This is an optimization exercise on Yosys and OpenROAD, whose aim is small area, a short achievable clock period and few clock cycles per item, not a production implementation.
In this exercise RTL edits were held to simulation tests only and were not proved equivalent to the original.

==> inputs of lagoon <==
// voice_slot_sample_mixer
module voice_slot_sample_mixer (
  input  logic                clk_i,
  input  logic                rst_ni,
  input  logic                push,
  output logic                full,
  input  logic [1:0]          kind_i,
  input  logic [2:0]          slot_i,
  input  logic [23:0]         wave_length_i,
  input  logic [15:0]         gain_i,
  input  logic                repeat_req_i,
  input  logic signed [15:0]  sample_value_i,
  output logic                empty,
  input  logic                pop,
  output logic [2:0]          slot_out_o,
  output logic                ok_o,
  output logic [23:0]         next_position_o,
  output logic                voice_active_o,
  output logic signed [23:0]  mix_o,
  output logic [3:0]          active_voices_o
);
  logic [7:0] smp_neg, smp_one, smp_two;
  vssm_front u_front (
    .sample_value_i (sample_value_i),
    .neg_o          (smp_neg),
    .one_o          (smp_one),
    .two_o          (smp_two)
  );
  vssm_back u_back (
    .clk_i           (clk_i),
    .rst_ni          (rst_ni),
    .push_i          (push),
    .full_o          (full),
    .kind_i          (kind_i),
    .slot_i          (slot_i),
    .wave_length_i   (wave_length_i),
    .gain_i          (gain_i),
    .repeat_req_i    (repeat_req_i),
    .smp_neg_i       (smp_neg),
    .smp_one_i       (smp_one),
    .smp_two_i       (smp_two),
    .empty_o         (empty),
    .slot_out_o      (slot_out_o),
  ...
==> flow/config.mk <==
export PLATFORM = sky130hd
export DESIGN_NAME = voice_slot_sample_mixer
export DESIGN_NICKNAME = voice_slot_sample_mixer
export VERILOG_FILES = /design/flow/design.v
export SDC_FILE = /design/flow/constraint.sdc
export NUM_CORES = 4
export LEC_CHECK = 0
export ABC_CLOCK_PERIOD_IN_PS = 2000
export CAP_MARGIN = 20
export CORE_MARGIN = 2
export CORE_UTILIZATION = 40
export CTS_CLUSTER_DIAMETER = 70
export CTS_CLUSTER_SIZE = 25
export SETUP_SLACK_MARGIN = 0.3
export SLEW_MARGIN = 20
export SYNTH_HIERARCHICAL = 1
==> flow/constraint.sdc <==
create_clock -name core_clock -period 11.0 [get_ports {clk_i}]
set_input_delay 2.2000 -clock core_clock [delete_from_list [all_inputs] [get_ports {clk_i}]]
set_output_delay 2.2000 -clock core_clock [all_outputs]
set_load 0.01 [all_outputs]
standard.sh (not shown) runs the stock make flow with config.mk's settings and CLKGATE_MAP_FILE= SYNTH_SCRIPT=/design/flow/synth_recipe.tcl, a recipe that flattens the netlist after the stock synthesis.
==> flow/flow/run.sh <==
#!/bin/bash
set -euo pipefail
bash standard.sh SETUP_SLACK_MARGIN=7.4 MATCH_CELL_FOOTPRINT=0 \
  "BUFFER_PORTS_ARGS=-buffer_cell sky130_fd_sc_hd__buf_4" finish > standard.log 2>&1
==> inputs of fjord, as changes to lagoon <==
--- a/flow/design.v
+++ b/flow/design.v
@@ -1,39 +1,61 @@
 `timescale 1ns / 1ps
 module vssm_front (
+  input  logic               clk_i,
+  input  logic               rst_ni,
+  input  logic               push_i,
+  input  logic               full_i,
+  input  logic [1:0]         kind_i,
+  input  logic [2:0]         slot_i,
+  input  logic [23:0]        wave_length_i,
+  input  logic [15:0]        gain_i,
+  input  logic               repeat_req_i,
   input  logic signed [15:0] sample_value_i,
-  output logic [7:0]         neg_o,
-  output logic [7:0]         one_o,
-  output logic [7:0]         two_o
+  output logic               cmd_valid_o,
+  output logic [1:0]         cmd_kind_o,
+  output logic [40:0]        cmd_data_o
 );
+  localparam logic [1:0] KIND_PLAY = 2'd0;
+  logic [7:0]  b_neg, b_one, b_two;
+  logic [40:0] data_d;
   always_comb begin
     for (int j = 0; j < 8; j++) begin
       logic b2, b1, b0;
       b2 = sample_value_i[2*j+1];
       b1 = sample_value_i[2*j];
       b0 = (j == 0) ? 1'b0 : sample_value_i[2*j-1];
-      neg_o[j] = b2 & ~(b1 & b0);
-      one_o[j] = b1 ^ b0;
-      two_o[j] = (b2 & ~b1 & ~b0) | (~b2 & b1 & b0);
+      b_neg[j] = b2 & ~(b1 & b0);
+      b_one[j] = b1 ^ b0;
+      b_two[j] = (b2 & ~b1 & ~b0) | (~b2 & b1 & b0);
+    end
+  end
+  assign data_d = (kind_i == KIND_PLAY) ? {wave_length_i, gain_i, repeat_req_i}
+                                        : {14'd0, slot_i, b_neg, b_one, b_two};
+  always_ff @(posedge clk_i or negedge rst_ni) begin
+    if (!rst_ni) begin
+      cmd_valid_o <= 1'b0;
+    end else if (!full_i) begin
+      cmd_valid_o <= push_i;
+    end
+  end
+  always_ff @(posedge clk_i) begin
+    if (!full_i) begin
+      cmd_kind_o <= kind_i;
+      cmd_data_o <= data_d;
     end
   end
 endmodule
 `timescale 1ns / 1ps
 module vssm_back (
   input  logic               clk_i,
   input  logic               rst_ni,
   input  logic               push_i,
   output logic               full_o,
-  input  logic [1:0]         kind_i,
-  input  logic [2:0]         slot_i,
-  input  logic [23:0]        wave_length_i,
-  input  logic [15:0]        gain_i,
-  input  logic               repeat_req_i,
-  input  logic [7:0]         smp_neg_i,
-  input  logic [7:0]         smp_one_i,
-  input  logic [7:0]         smp_two_i,
+  input  logic               cmd_valid_i,
+  input  logic [1:0]         cmd_kind_i,
+  input  logic [40:0]        cmd_data_i,
   output logic               empty_o,
   output logic [2:0]         slot_out_o,
   output logic               ok_o,
   output logic [23:0]        next_position_o,
   output logic               voice_active_o,
   output logic signed [23:0] mix_o,
@@ -73,51 +95,48 @@
   logic [MW-1:0] v_s, v_c;    
   logic        vs_play_ok, vs_free_it;
   logic [3:0]  act_d;
   logic [2:0]  x_slot, alloc_m;
   logic [15:0] g_eff;
   logic        m_play, fwd_m, fwd_v;
-  assign x_slot  = slot_i;
+  assign x_slot  = cmd_data_i[26:24];
   assign m_play  = m_v && (m_kind == KIND_PLAY);
   assign alloc_m = vs_play_ok ? stk_q[1] : (vs_free_it ? v_slot : stk_q[0]);
   assign fwd_m   = m_play && !act_d[3] && (alloc_m == x_slot);
   assign fwd_v   = vs_play_ok && (stk_q[0] == x_slot);
-  assign g_eff   = fwd_m ? m_data[16:1] : (fwd_v ? v_s[16:1] : gain_q[x_slot]);
+  assign g_eff   = fwd_m ? m_data[16:1] : (fwd_v ? v_c[32:17] : gain_q[x_slot]);
   always_ff @(posedge clk_i or negedge rst_ni) begin
     if (!rst_ni) begin
       m_v <= 1'b0;
-    end else if (!full_q) begin
-      m_v <= push_i;
+    end else if (adv) begin
+      m_v <= cmd_valid_i;
     end
   end
   always_ff @(posedge clk_i) begin
-    if (!full_q) begin
-      m_kind <= kind_i;
+    if (adv) begin
+      m_kind <= cmd_kind_i;
       m_slot <= x_slot;
-      m_data <= (kind_i == KIND_PLAY) ? {wave_length_i, gain_i, repeat_req_i}
-                                      : {1'b0, g_eff, smp_neg_i, smp_one_i, smp_two_i};
+      m_data <= (cmd_kind_i == KIND_PLAY) ? cmd_data_i : {1'b0, g_eff, cmd_data_i[23:0]};
     end
   end
-  logic          m_pl;
   logic [15:0]   m_gain;
   logic [7:0]    m_neg, m_one, m_two;
   logic [MW-1:0] row [9];
-  assign m_pl   = (m_kind == KIND_PLAY);
   assign m_gain = m_data[39:24];
-  assign m_neg  = m_data[23:16] & {8{~m_pl}};
-  assign m_one  = m_data[15:8] & {8{~m_pl}};
-  assign m_two  = m_data[7:0] & {8{~m_pl}};
+  assign m_neg  = m_data[23:16];
+  assign m_one  = m_data[15:8];
+  assign m_two  = m_data[7:0];
   always_comb begin
     for (int j = 0; j < 9; j++) row[j] = '0;
-    row[8] = MW'(33'h0_5556_2000) & {MW{~m_pl}};
+    row[8] = MW'(33'h0_5556_2000);
     for (int j = 0; j < 8; j++) begin
       for (int k = 0; k < 17; k++) begin
         row[j][2*j+k] = ((m_one[j] & ((k < 16) ? m_gain[k] : 1'b0)) |
                          (m_two[j] & ((k > 0) ? m_gain[k-1] : 1'b0))) ^ m_neg[j];
       end
-      row[j][2*j+17] = ~(m_neg[j] | m_pl);
+      row[j][2*j+17] = ~m_neg[j];
       if (j < 7) row[j+1][2*j] = m_neg[j];
       else       row[8][2*j]   = m_neg[j];
     end
   end
   logic [MW-1:0] s1, c1, s2, c2, s3, c3, s4, c4, s5, c5, s6, c6, ps, pc;
   assign s1 = row[0] ^ row[1] ^ row[2];
@@ -126,13 +145,13 @@
   assign c2 = ((row[3] & row[4]) | (row[3] & row[5]) | (row[4] & row[5])) << 1;
   assign s3 = row[6] ^ row[7] ^ row[8];
   assign c3 = ((row[6] & row[7]) | (row[6] & row[8]) | (row[7] & row[8])) << 1;
   assign s4 = s1 ^ c1 ^ s2;
   assign c4 = ((s1 & c1) | (s1 & s2) | (c1 & s2)) << 1;
   assign s5 = c2 ^ s3 ^ c3;
-  assign c5 = (((c2 & s3) | (c2 & c3) | (s3 & c3)) << 1) | (m_data[32:0] & {MW{m_pl}});
+  assign c5 = ((c2 & s3) | (c2 & c3) | (s3 & c3)) << 1;
   assign s6 = s4 ^ c4 ^ s5;
   assign c6 = ((s4 & c4) | (s4 & s5) | (c4 & s5)) << 1;
   assign ps = s6 ^ c6 ^ c5;
   assign pc = ((s6 & c6) | (s6 & c5) | (c6 & c5)) << 1;
   always_ff @(posedge clk_i or negedge rst_ni) begin
     if (!rst_ni) begin
@@ -142,15 +161,20 @@
     end
   end
   always_ff @(posedge clk_i) begin
     if (adv) begin
       v_kind <= m_kind;
       v_slot <= m_slot;
-      v_sel  <= m_pl ? m_data[40:33] : (8'b1 << m_slot);
-      v_s    <= ps;
-      v_c    <= pc;
+      v_sel  <= 8'b1 << m_slot;
+      if (m_kind == KIND_PLAY) begin
+        v_s <= {m_data[40:17], 9'd0};
+        v_c <= {m_data[16:0], 16'd0};
+      end else begin
+        v_s <= ps;
+        v_c <= pc;
+      end
     end
   end
   logic        c_go, is_play, is_stop, is_smp, is_frame, addr_kind;
   logic [2:0]  slot, alloc;
   logic [23:0] len_cur, np_cur, np_inc, new_len;
   logic [15:0] new_gain;
@@ -166,15 +190,15 @@
   assign is_stop   = v_v && (v_kind == KIND_STOP);
   assign is_smp    = v_v && (v_kind == KIND_SAMPLE);
   assign is_frame  = v_v && (v_kind == KIND_FRAME);
   assign addr_kind = is_stop || is_smp;
   assign slot      = v_slot;
   assign alloc     = stk_q[0];
-  assign new_len   = {v_sel, v_s[32:17]};
-  assign new_gain  = v_s[16:1];
-  assign new_rep   = v_s[0];
+  assign new_len   = v_s[32:9];
+  assign new_gain  = v_c[32:17];
+  assign new_rep   = v_c[16];
   always_comb begin
     len_cur = '0;
     np_cur  = '0;
     for (int i = 0; i < 8; i++) begin
       len_cur = len_cur | (len_q[i] & {24{v_sel[i]}});
       np_cur  = np_cur | (np_q[i] & {24{v_sel[i]}});
@@ -249,19 +273,20 @@
       if (c_go && is_smp && v_sel[i]) begin
         np_q[i]   <= at_end ? 24'd1 : np_inc;
         last_q[i] <= last_d;
       end
     end
   end
+  logic signed [38:0] wide;
+  logic signed [24:0] sum;
   logic signed [23:0] sum_sat;
-  vssm_mix u_mix (
-    .acc_i (acc_q),
-    .s_i   (v_s),
-    .c_i   (v_c),
-    .sat_o (sum_sat)
-  );
+  assign wide    = $signed({acc_q[23], acc_q, 14'd0}) +
+                   $signed({{6{~v_s[32]}}, ~v_s[32], v_s[31:0]}) +
+                   $signed({6'd0, v_c});
+  assign sum     = wide[38:14];
+  assign sum_sat = (sum[24] != sum[23]) ? (sum[24] ? 24'sh800000 : 24'sh7FFFFF) : sum[23:0];
   always_ff @(posedge clk_i or negedge rst_ni) begin
     if (!rst_ni) begin
       acc_q <= '0;
     end else if (c_go) begin
       if (is_frame) begin
         acc_q <= '0;
@@ -311,29 +336,12 @@
     end
     if (!sp_v_q) begin
       sp_q <= in_sp;
     end
   end
 endmodule
-module vssm_mix (
-  input  logic signed [23:0] acc_i,
-  input  logic [32:0]        s_i,
-  input  logic [32:0]        c_i,
-  output logic signed [23:0] sat_o
-);
-  logic [38:0] op_a, op_b, op_c, cs_s, cs_c, wide;
-  logic signed [24:0] sum;
-  assign op_a  = {acc_i[23], acc_i, 14'd0};
-  assign op_b  = {{6{~s_i[32]}}, ~s_i[32], s_i[31:0]};
-  assign op_c  = {6'd0, c_i};
-  assign cs_s  = op_a ^ op_b ^ op_c;
-  assign cs_c  = ((op_a & op_b) | (op_a & op_c) | (op_b & op_c)) << 1;
-  assign wide  = cs_s + cs_c;
-  assign sum   = wide[38:14];
-  assign sat_o = (sum[24] != sum[23]) ? (sum[24] ? 24'sh800000 : 24'sh7FFFFF) : sum[23:0];
-endmodule
 `timescale 1ns / 1ps
 module voice_slot_sample_mixer (
   input  logic                clk_i,
   input  logic                rst_ni,
   input  logic                push,
   output logic                full,
@@ -349,32 +357,38 @@
   output logic                ok_o,
   output logic [23:0]         next_position_o,
   output logic                voice_active_o,
   output logic signed [23:0]  mix_o,
   output logic [3:0]          active_voices_o
 );
-  logic [7:0] smp_neg, smp_one, smp_two;
+  logic        cmd_valid;
+  logic [1:0]  cmd_kind;
+  logic [40:0] cmd_data;
   vssm_front u_front (
+    .clk_i          (clk_i),
+    .rst_ni         (rst_ni),
+    .push_i         (push),
+    .full_i         (full),
+    .kind_i         (kind_i),
+    .slot_i         (slot_i),
+    .wave_length_i  (wave_length_i),
+    .gain_i         (gain_i),
+    .repeat_req_i   (repeat_req_i),
     .sample_value_i (sample_value_i),
-    .neg_o          (smp_neg),
-    .one_o          (smp_one),
-    .two_o          (smp_two)
+    .cmd_valid_o    (cmd_valid),
+    .cmd_kind_o     (cmd_kind),
+    .cmd_data_o     (cmd_data)
   );
   vssm_back u_back (
     .clk_i           (clk_i),
     .rst_ni          (rst_ni),
     .push_i          (push),
     .full_o          (full),
-    .kind_i          (kind_i),
-    .slot_i          (slot_i),
-    .wave_length_i   (wave_length_i),
-    .gain_i          (gain_i),
-    .repeat_req_i    (repeat_req_i),
-    .smp_neg_i       (smp_neg),
-    .smp_one_i       (smp_one),
-    .smp_two_i       (smp_two),
+    .cmd_valid_i     (cmd_valid),
+    .cmd_kind_i      (cmd_kind),
+    .cmd_data_i      (cmd_data),
     .empty_o         (empty),
     .slot_out_o      (slot_out_o),
     .ok_o            (ok_o),
     .next_position_o (next_position_o),
     .voice_active_o  (voice_active_o),
     .mix_o           (mix_o),
==> flow/flow/run.sh (replaced) <==
#!/bin/bash
set -euo pipefail
bash standard.sh SETUP_SLACK_MARGIN=7.5 MATCH_CELL_FOOTPRINT=0 \
  "BUFFER_PORTS_ARGS=-buffer_cell sky130_fd_sc_hd__buf_4" finish > standard.log 2>&1
- CORE_UTILIZATION: 40 -> 60
- CTS_CLUSTER_DIAMETER: 70 -> unset
- CTS_CLUSTER_SIZE: 25 -> unset
- SYNTH_HIERARCHICAL: 1 -> unset
==> inputs of delta, as changes to lagoon <==
==> flow/flow/run.sh (replaced) <==
#!/bin/bash
set -euo pipefail
bash standard.sh SETUP_SLACK_MARGIN=7.65 MATCH_CELL_FOOTPRINT=0 \
  "BUFFER_PORTS_ARGS=-buffer_cell sky130_fd_sc_hd__buf_4" finish > standard.log 2>&1
==> comparison <==
- delta passed the timing, design-rule and antenna checks. lagoon ran to the end with no violations. fjord produced a clean layout.
- First-iteration DRC count: lagoon < delta < fjord.
- The highest via count belongs to delta, the lowest to lagoon.
- Synthesized cell count: delta is larger than fjord (7.9%).
==> figures <==
Detailed-route wire length: lagoon 123000 um; delta 127000 um; fjord 128000 um
Instance area after placement: lagoon 44500 sq um; delta 44600 sq um; fjord 43800 sq um
EDFF count, synth: lagoon 751; delta 751; fjord 786
Global-route wire length before repair: lagoon 182000 um; delta 186000 um; fjord 180000 um
Initial standard-cell utilization of the core: lagoon 0.403; delta 0.403; fjord 0.603
Status: lagoon complete, no violations; delta complete, no violations; fjord complete, no violations
Area share of the leading cell type in the synthesized netlist: lagoon 0.532; delta 0.532; fjord 0.561
Layout non-clock buf frac: lagoon 0.0696; delta 0.0874; fjord 0.0939
Launching element of the worst setup path: lagoon u_back.m_data[30]; delta u_back.m_data[25]; fjord u_back.m_data[34]
Std-Cell Core Area: lagoon 105000 sq um; delta 105000 sq um; fjord 69800 sq um
Testbench counts of lagoon, summed over its fixed seeds: cycles 12,024, items 12,000.
Testbench counts of fjord, summed over its fixed seeds: cycles 12,032, items 12,000.
Testbench counts of delta, summed over its fixed seeds: cycles 12,024, items 12,000.

-- separate check: timing with driven ports --
The results above use ideal ports. As a check the final layouts listed here were re-extracted and re-timed, cells and wires unchanged. Step 1 sets driving cells, clkbuf_16 on the clock port and buf_2 on the other inputs (assumed; they add their load-dependent delay and slew). Step 2 moves the port delays by t, midway between the first and last clock arrival at a register: inputs arrive t later, outputs are due t later. That takes back most of the time a late clock gives input paths. Three values: no drivers, after step 1, after step 2; two values: the first two.
run	shift t [ns]	slack for setup (ns)	worst setup path at the end
lagoon	0.709	7.479 / 7.427 / 6.878	input to register
fjord	0.704	7.391 / 7.391 / 7.378	input to register
delta	0.712	7.483 / 7.441 / 6.921	input to register
After both steps every run listed still meets setup and hold. For lagoon, which loses most, drivers alone change the setup slack by -0.052 ns; drivers and shift together by -0.601 ns.
